Context: an optimization exercise on an open-source flow, tuned for small area, a short achievable clock period and few clock cycles per item. The choices shown serve that exercise and are no tape-out recipe.
The RTL was checked by simulation tests, not by an equivalence proof against the original design.
Power and IR drop assume default switching activity.

## flow/design.v (module list and top-level ports; edited modules follow where they fit)
// module playback_rate_trim_controller: 926 lines
module playback_rate_trim_controller #(
  parameter int AVERAGE_LENGTH = 128
) (
  input  logic        clk,
  input  logic        rst,
  input  logic        in_valid,
  output logic        in_stall,
  input  logic [24:0] in_data,
  output logic        out_valid,
  input  logic        out_stall,
  output logic [34:0] out_data,
  input  logic        cfg_valid,
  output logic        cfg_ready,
  input  logic [1:0]  cfg_index,
  input  logic [15:0] cfg_data
);
  // ...
==> flow/run.sh <==
#!/bin/bash
# synth_recipe.tcl (not shown) runs the flow's synth.tcl, then flattens the netlist and writes it again
# the make line also repeats each setting of config.mk as NAME=value (left out here)
make -C /OpenROAD-flow-scripts/flow DESIGN_CONFIG=/design/flow/config.mk WORK_HOME=/design/flow/orfs CLKGATE_MAP_FILE= SYNTH_SCRIPT=/design/flow/synth_recipe.tcl finish
==> flow/config.mk <==
export PLATFORM = sky130hd
export DESIGN_NAME = playback_rate_trim_controller
export DESIGN_NICKNAME = playback_rate_trim_controller
export VERILOG_FILES = /design/flow/design.v
export SDC_FILE = /design/flow/constraint.sdc
export NUM_CORES = 4
export LEC_CHECK = 0
export ABC_CLOCK_PERIOD_IN_PS = 3000
export CAP_MARGIN = 20
export CORE_MARGIN = 2
export CORE_UTILIZATION = 60
export CTS_CLUSTER_DIAMETER = 80
export CTS_CLUSTER_SIZE = 24
export PLACE_DENSITY = 0.75
export SETUP_SLACK_MARGIN = 4.6
export SLEW_MARGIN = 20
==> flow/constraint.sdc <==
create_clock -name core_clock -period 8.0 [get_ports {clk}]
set_input_delay 1.6000 -clock core_clock [delete_from_list [all_inputs] [get_ports {clk}]]
set_output_delay 1.6000 -clock core_clock [all_outputs]
set_load 0.01 [all_outputs]
==> impl_metrics.env, run 1 <==
export IMPL_run_status="complete, no violations"
export IMPL_die_x_um=415
export IMPL_route_layer_met1_wl_um=91600
export IMPL_post_synth_top_area_cell="sky130_fd_sc_hd__edfxtp_1"
export IMPL_ctsHoldBuffers=0
export IMPL_critPathLaunch="diff_s9[2]"
export IMPL_combinational_cell_power_w=0.0114
export IMPL_postSynthAreaPerCell_um2=15.4
export IMPL_yosys_mux_area_fraction_pct=2.18
export IMPL_top_register="hist"
export IMPL_synth_enable_flop_cells=2275
export IMPL_vdd_drop_max_v=0.000283
export IMPL_sequential_cell_power_consumption_w=0.0161
export IMPL_grt_pass1_vias=52400
export IMPL_final_critical_path_setup_slack_ns=4.49
export IMPL_non_filler_cells_final=9111
export IMPL_multi_input_area_share_pct=25.1
export IMPL_postSynthRegisterBits=2457
export IMPL_largest_cell_class="registers"
export IMPL_finalSetupViolCount=0
export IMPL_maxPowerGroup="registers"
export IMPL_num_clock_buffers=159
export IMPL_place_worst_setup_slack_ns=3.33
export IMPL_dpl_instance_area_um2=105000
export IMPL_p_total_w=0.0349
export IMPL_multiInputCombCellCount=3511
export IMPL_cp_max_fo=7
export IMPL_vias=53100
export IMPL_nNetsFinal=7554
export IMPL_numCtsBuffers=131
export IMPL_layout_worst_path_cycle_share_pct=43.9
export IMPL_num_nonclk_buffers=291
export IMPL_hold_path_end="q1_s8[2]"
export IMPL_cpMostUsedCell="sky130_fd_sc_hd__fa_2"
export IMPL_timing_critical_path_cells="buf_6 -> buf_12 -> nor2b_4 -> buf_6 -> a22o_1 -> fa_2 -> inv_2 -> fa_2 -> fa_1 -> inv_2 -> fa_2"
export IMPL_layout_cell_area_non_filler_um2=111000
export IMPL_timing_critical_path_max_delay_family="adder cells"
export IMPL_start_util_pct=60.4
Testbench counts, summed over its fixed seeds: cycles 2,200, items 2,048.
==> inputs of run 2 (changes only) <==
--- a/flow/design.v
+++ b/flow/design.v
@@ -74,16 +74,17 @@
   logic       run;
   logic       in_take;
   logic [7:0]  occ_in;
   logic [15:0] dly_in;
   assign in_take  = in_valid & run & ~rst;
   assign dly_in   = in_data[0] ? in_data[16:1] : 16'd0;
   assign occ_in   = in_data[0] ? in_data[24:17] : {1'b0, tgt};
   logic        x_v;     
+  logic        xv_d;    
   logic [13:0] x_d;     
   logic        x_cl;    
   logic [0:0] v_s1;
   always_ff @(posedge clk) if (rst) v_s1 <= 1'b0; else if (run) v_s1 <= in_take;
   logic [7:0] occ_s1;
   always_ff @(posedge clk) if (run) occ_s1 <= occ_in;
   logic [15:0] dr_s1;
   always_ff @(posedge clk) if (run) dr_s1 <= dly_in;
@@ -846,74 +847,84 @@
   logic [13:0] dd_159;
   assign dd_159 = cl_156 ? (above_s17 ? -14'sd6554 : 14'd6554) : (above_s17 ? neg_158 : {1'b0, q2_s17, qb_155});
   logic [0:0] v_s18;
   always_ff @(posedge clk) if (rst) v_s18 <= 1'b0; else if (run) v_s18 <= v_s17;
   logic [0:0] cl_s18;
   always_ff @(posedge clk) if (run) cl_s18 <= cl_156;
   logic [13:0] dd_s18;
   always_ff @(posedge clk) if (run) dd_s18 <= dd_159;
+  assign xv_d = v_s17;
   assign x_v  = v_s18;
   assign x_d  = dd_s18;
   assign x_cl = cl_s18;
   logic [13:0] hist [HL-1];
   logic [6:0]  fill;      
+  logic        full;      
   logic [13:0] nx_old;    
   logic [20:0] dsum_m;
   logic [20:0] dsum_nx;   
   logic        push;
-  assign push    = x_v & run;
-  assign nx_old  = (fill == 7'(HL - 1)) ? hist[HL-2] : 14'd0;
+  logic        push_q;
+  logic        run_nx;
+  assign push    = push_q;
+  assign nx_old  = full ? hist[HL-2] : 14'd0;
   assign dsum_nx = dsum_m + {{7{x_d[13]}}, x_d};
   logic [20:0] cs_a, cs_b, cs_n, cs_s, cs_c;
   assign cs_a = dsum_m;
   assign cs_b = {{7{x_d[13]}}, x_d};
   assign cs_n = ~{{7{nx_old[13]}}, nx_old};
   assign cs_s = cs_a ^ cs_b ^ cs_n;
   assign cs_c = {(cs_a[19:0] & cs_b[19:0]) | (cs_a[19:0] & cs_n[19:0]) | (cs_b[19:0] & cs_n[19:0]), 1'b1};
   always_ff @(posedge clk) begin
     if (push) begin
       hist[0] <= x_d;
       for (int i = 1; i < HL - 1; i++) hist[i] <= hist[i-1];
     end
   end
   always_ff @(posedge clk) begin
     if (rst) begin
       fill   <= 7'd0;
+      full   <= 1'b0;
       dsum_m <= 21'd0;
     end else if (push) begin
-      if (fill != 7'(HL - 1)) fill <= fill + 7'd1;
+      if (!full) fill <= fill + 7'd1;
+      if (fill == 7'(HL - 2)) full <= 1'b1;
       dsum_m <= cs_s + cs_c;
     end
   end
   logic [28:0] x_res, k_res;
   logic [34:0] o_res;
   logic        o_v, k_v;
   logic        take;
   logic        stall_q;
   assign x_res = {dsum_nx[20:7], x_d, x_cl};
   assign take  = o_v & ~out_stall;
   logic [28:0] o_nx;
   assign o_nx = k_v ? k_res : x_res;
+  always_comb begin
+    if (o_v && !take) run_nx = ~(k_v | push);
+    else              run_nx = 1'b1;
+  end
   always_ff @(posedge clk) begin
     if (rst) begin
       o_v     <= 1'b0;
       k_v     <= 1'b0;
       run     <= 1'b1;
       stall_q <= 1'b0;
+      push_q  <= 1'b0;
     end else begin
+      run     <= run_nx;
+      stall_q <= ~run_nx;
+      push_q  <= run_nx & (run ? xv_d : x_v);
       if (o_v && !take) begin
         if (!k_v) k_v <= push;
-        run     <= ~(k_v | push);
-        stall_q <= k_v | push;
       end else begin
-        o_v     <= k_v | push;
-        k_v     <= k_v & push;
-        run     <= 1'b1;
-        stall_q <= 1'b0;
+        o_v <= k_v | push;
+        k_v <= k_v & push;
       end
     end
   end
   always_ff @(posedge clk) begin
     if (o_v && !take) begin
       if (!k_v) k_res <= x_res;
     end else begin
       o_res <= {~o_nx[28], {2{o_nx[28]}}, o_nx[28:15], ~o_nx[14], {2{o_nx[14]}}, o_nx[14:1], o_nx[0]};
==> impl_metrics.env, run 2 <==
export IMPL_run_status="complete, no violations"
export IMPL_worst_margin_slew_ns=1.17
export IMPL_cp_max_fo=6
export IMPL_report_final_hold_viol_count=0
export IMPL_placement_rows=150
export IMPL_asyncSetResetFlopFracSynth_pct=0
export IMPL_initialDrtViolationCount=4423
export IMPL_critical_path_startpoint_type="flip-flop"
export IMPL_postSynthAreaPerCell_um2=15.7
export IMPL_type_of_the_worst_setup_path="flip-flop to flip-flop"
export IMPL_worstPathRequired_ns=8.54
export IMPL_critical_path_arrival_ns=4.01
export IMPL_yosysSeqAreaShare_pct=71.6
export IMPL_nNetsFinal=7418
export IMPL_core_um2=167000
export IMPL_clock_sink_count=2459
export IMPL_share_seq_of_total_power_pct=46.6
export IMPL_critPathLaunch="diff_s9[0]"
export IMPL_dieArea_um2=171000
export IMPL_finalSetupViolCount=0
export IMPL_ctsHoldBuffers=0
export IMPL_vdd_drop_max_v=0.000276
export IMPL_power_switching_fraction_pct=31.6
export IMPL_final_setup_skew_ns=0.0612
export IMPL_net_switching_power_w=0.0109
export IMPL_die_height_um=413
export IMPL_insertedDiodeCount=0
export IMPL_rrSetupSlack_ns=4.53
export IMPL_registers_with_the_most_flip_flops="hist: 1764 flops, o_res: 31 flops, k_res: 29 flops"
export IMPL_endpoint_kind="flip-flop"
export IMPL_holdCritPathClass="flip-flop to flip-flop"
export IMPL_detail_route_wirelength_um=193000
export IMPL_vias=51500
export IMPL_synth_cells_most_frequent="sky130_fd_sc_hd__edfxtp_1, sky130_fd_sc_hd__ha_1, sky130_fd_sc_hd__inv_1, sky130_fd_sc_hd__o21ai_0, sky130_fd_sc_hd__nand2_1"
export IMPL_grt_pass1_vias=50500
export IMPL_largest_reg_flops=1764
export IMPL_synth_enable_flop_cells=2275
export IMPL_synthesis_yosys_warnings=2
export IMPL_area_growth_synth_to_final_pct=10.3
export IMPL_start_util_pct=60.3
export IMPL_synthCells=6393
export IMPL_synth_most_common_cell="sky130_fd_sc_hd__edfxtp_1"
export IMPL_die_x_um=413
export IMPL_totalNegativeSetupSlack_ns=0
export IMPL_postSynthRegisterBits=2459
export IMPL_power_static_leakage_nw=40.4
export IMPL_layout_worst_path_cycle_share_pct=43.3
export IMPL_clkSlewWorstSetupHoldPaths_ns=0.09
export IMPL_netlist_area_um2=101000
export IMPL_rr_startpoint="diff_s9[0]"
export IMPL_post_dp_hpwl_um=118000
export IMPL_rsz0062_at_grt="yes"
export IMPL_port_buffers=84
export IMPL_leading_cell_types_by_total_area_after_synthesis="sky130_fd_sc_hd__edfxtp_1, sky130_fd_sc_hd__ha_1, sky130_fd_sc_hd__dfxtp_1"
export IMPL_cap_viol_max_count=0
export IMPL_largest_net_degree_at_the_start_of_global_routing=222
export IMPL_final_antenna_net_count=0
export IMPL_gr_overflow_total=0
export IMPL_cts_htree_levels=4
export IMPL_top_register="hist"
export IMPL_drt_vias_per_instance=5.74
export IMPL_synth_largest_type_area_fraction_pct=67.9
export IMPL_synthFlopType="sky130_fd_sc_hd__edfxtp_1"
export IMPL_p_clk_share_pct=21.3
export IMPL_clock_tree_from_tritoncts="done"
export IMPL_clockBufferDepth=3
export IMPL_slew_violations=0
export IMPL_rr_worst_depth=10
export IMPL_grt_total_usage_pct=22.5
export IMPL_numCtsBuffers=132
export IMPL_fin_hold_ws_ns=0.386
export IMPL_rr_endpoint="mr1_s10[15]"
export IMPL_power_density_nw_per_um2=312
export IMPL_slew_headroom_pct=22.0
export IMPL_first_pass_iters=5
export IMPL_internal_power_w=0.0237
export IMPL_placer_congestion_estimate=0.890
export IMPL_worst_setup_path_endpoint="mr1_s10[15]"
export IMPL_clock_insertion_delay_worst_skew_ns=0.82
export IMPL_number_of_top_level_pins=86
export IMPL_post_synth_top_area_cell="sky130_fd_sc_hd__edfxtp_1"
export IMPL_synth_lib_cells_used_distinct=98
export IMPL_power_frac_comb_pct=32.1
export IMPL_layout_common_cells="sky130_fd_sc_hd__edfxtp_1, sky130_fd_sc_hd__ha_1, sky130_fd_sc_hd__inv_1"
export IMPL_synth_fp_nets=7112
export IMPL_drive_above_1_share_pct=10.6
export IMPL_layout_min_cycle_time_ns=3.47
export IMPL_clock_fmax_ghz=0.289
export IMPL_antenna_found_initial=3
export IMPL_routed_length_per_placed_instance_um=21.5
export IMPL_leading_cell_type_in_the_layout_fill_and_taps_excluded="sky130_fd_sc_hd__edfxtp_1"
export IMPL_clk_root_buffer_cell="sky130_fd_sc_hd__clkbuf_16"
export IMPL_post_route_drc_count=0
export IMPL_grt_first_pass_wirelength_um=294000
-- run 2: changes by cell type after synthesis, moves of 20 or more --
cell | previous run | this run
sky130_fd_sc_hd__inv_1 | 439 | 412
sky130_fd_sc_hd__a211oi_1 | 45 | 25
sky130_fd_sc_hd__xor2_1 | 64 | 105
sky130_fd_sc_hd__o21ai_0 | 334 | 390
sky130_fd_sc_hd__a21oi_1 | 301 | 267
sky130_fd_sc_hd__nand2b_1 | 48 | 88
sky130_fd_sc_hd__nor2_1 | 291 | 264
sky130_fd_sc_hd__nand2_1 | 373 | 336
sky130_fd_sc_hd__xnor2_1 | 173 | 143
sky130_fd_sc_hd__nor3_1 | 91 | 45
-- run 2: worst min-delay path by stage --
stage                         end           from  cells past startpoint  slack, ns
detailed placement       dr_s2[4]       dr_s1[4]                      0       0.40
finish                  occ_s4[1]      occ_s3[1]                      0       0.39
CTS                     occ_s4[1]      occ_s3[1]                      0       0.37
global route            occ_s4[1]      occ_s3[1]                      0       0.38
floorplan                gain3[0]        gain[0]                      0       0.35
global placement    hist[114][13]  hist[113][13]                      0       0.40
-- run 2: cell families (layout without fill, tap and decap cells) --
kind of cell / count (synthesis) / after routing / synth area share, %
buffers and inverters: 554 / 927 / 2.14
AO/OA/AOI/OAI: 1207 / 1209 / 7.77
multiplexers: 200 / 200 / 2.07
adder cells (fa/ha/maj): 671 / 671 / 9.31
AND/OR/NAND/NOR: 1053 / 1053 / 4.99
other: 1 / 1 / 0.00373
XOR/XNOR: 248 / 248 / 2.16
flip-flops: 2459 / 2459 / 71.6
-- run 2: timing repair --
| action | 4_1_cts | 5_1_grt |
|---|---|---|
| pin swaps | 38 | 50 |
| buffers inserted | 109 | 54 |
| endpoints found under the setup margin | 175 | 152 |
| cloned | 5 | 1 |
| gates resized for setup | 183 | 168 |
-- run 2: routing by layer --
metal	vias up	global-route usage [%]	share of wire (%)
li1	24400	-	-
met1	25700	32.6	45
met2	1186	36.4	48
met3	280	2.80	4.5
met4	0	6.16	2.5
met5	-	0	0
-- run 2: power by group through the flow --
stage	Sequential, W	Combinational [W]	Clock, W
after detailed placement	0.0165	0.00969	0
final	0.0161	0.0111	0.00737
after CTS	0.0161	0.0106	0.00763
after global placement	0.0165	0.00934	0
after floorplan	0.0160	0.00752	0
after global routing	0.0162	0.0124	0.00801
-- run 2: stage by stage --
| stage | util (%) | area (um2) | power [W] | instances | setup slack (ns) |
|---|---|---|---|---|---|
| 3_5_place_dp | 62.4 | 104000 | 0.0262 | 8599 | 3.24 |
| 3_3_place_gp | 62.4 | 104000 | 0.0258 | 8599 | 3.08 |
| 4_1_cts | 65.9 | 110000 | 0.0344 | 8916 | 4.53 |
| 6_report | 66.5 | 111000 | 0.0346 | 8972 | 4.53 |
| 2_1_floorplan | - | 101000 | 0.0235 | 6393 | -5.52 |
| 5_1_grt | 66.5 | 111000 | 0.0366 | 8972 | 4.45 |
-- run 2: area by class of cell --
type	count	area (um2)
clock buffers	163	3490
clock inverters	40	639
fillers	11200	55900
inverters	416	1640
multi-input cells	3382	27400
flip-flops and latches	2459	72100
well taps	2204	2760
repair buffers	308	2970
-- run 2: worst max-delay path, cell delays in order (launching register included) --
cell and delay (ns):
sky130_fd_sc_hd__edfxtp_1 0.44, sky130_fd_sc_hd__buf_12 0.17, sky130_fd_sc_hd__buf_4 0.15, sky130_fd_sc_hd__o21ai_1 0.25, sky130_fd_sc_hd__a22o_1 0.22, sky130_fd_sc_hd__fa_1 0.46, sky130_fd_sc_hd__fa_1 0.49, sky130_fd_sc_hd__inv_1 0.05
sky130_fd_sc_hd__fa_1 0.44, sky130_fd_sc_hd__inv_1 0.10, sky130_fd_sc_hd__fa_2 0.44
Testbench counts of run 2, summed over its fixed seeds: cycles 2,200, items 2,048.

-- afterwards: timing with drivers on the ports --
The flow's constraints put no driver on any port. The routed layouts listed below were extracted and timed again, unchanged, in two steps. Step 1 sets driving cells, clkbuf_16 on the clock port and buf_2 on the other inputs (assumed; they add their load-dependent delay and slew). Step 2 moves the port delays by t, midway between the first and last clock arrival at a register: inputs arrive t later, outputs are due t later. That takes back most of the time a late clock gives input paths. a / b / c = ideal ports / drivers / drivers and shift; a / b = the first two.
run	t (ns)	setup slack, ns	slew at the worst register clock pin (ns)
run 1	0.883	4.491 / 4.491 / 4.491	0.10 / 0.10
run 2	0.869	4.534 / 4.534 / 4.502	0.10 / 0.10
After both steps every run listed still meets setup and hold. For run 2, which loses most, drivers alone change the setup slack by 0.000 ns; drivers and shift together by -0.032 ns.
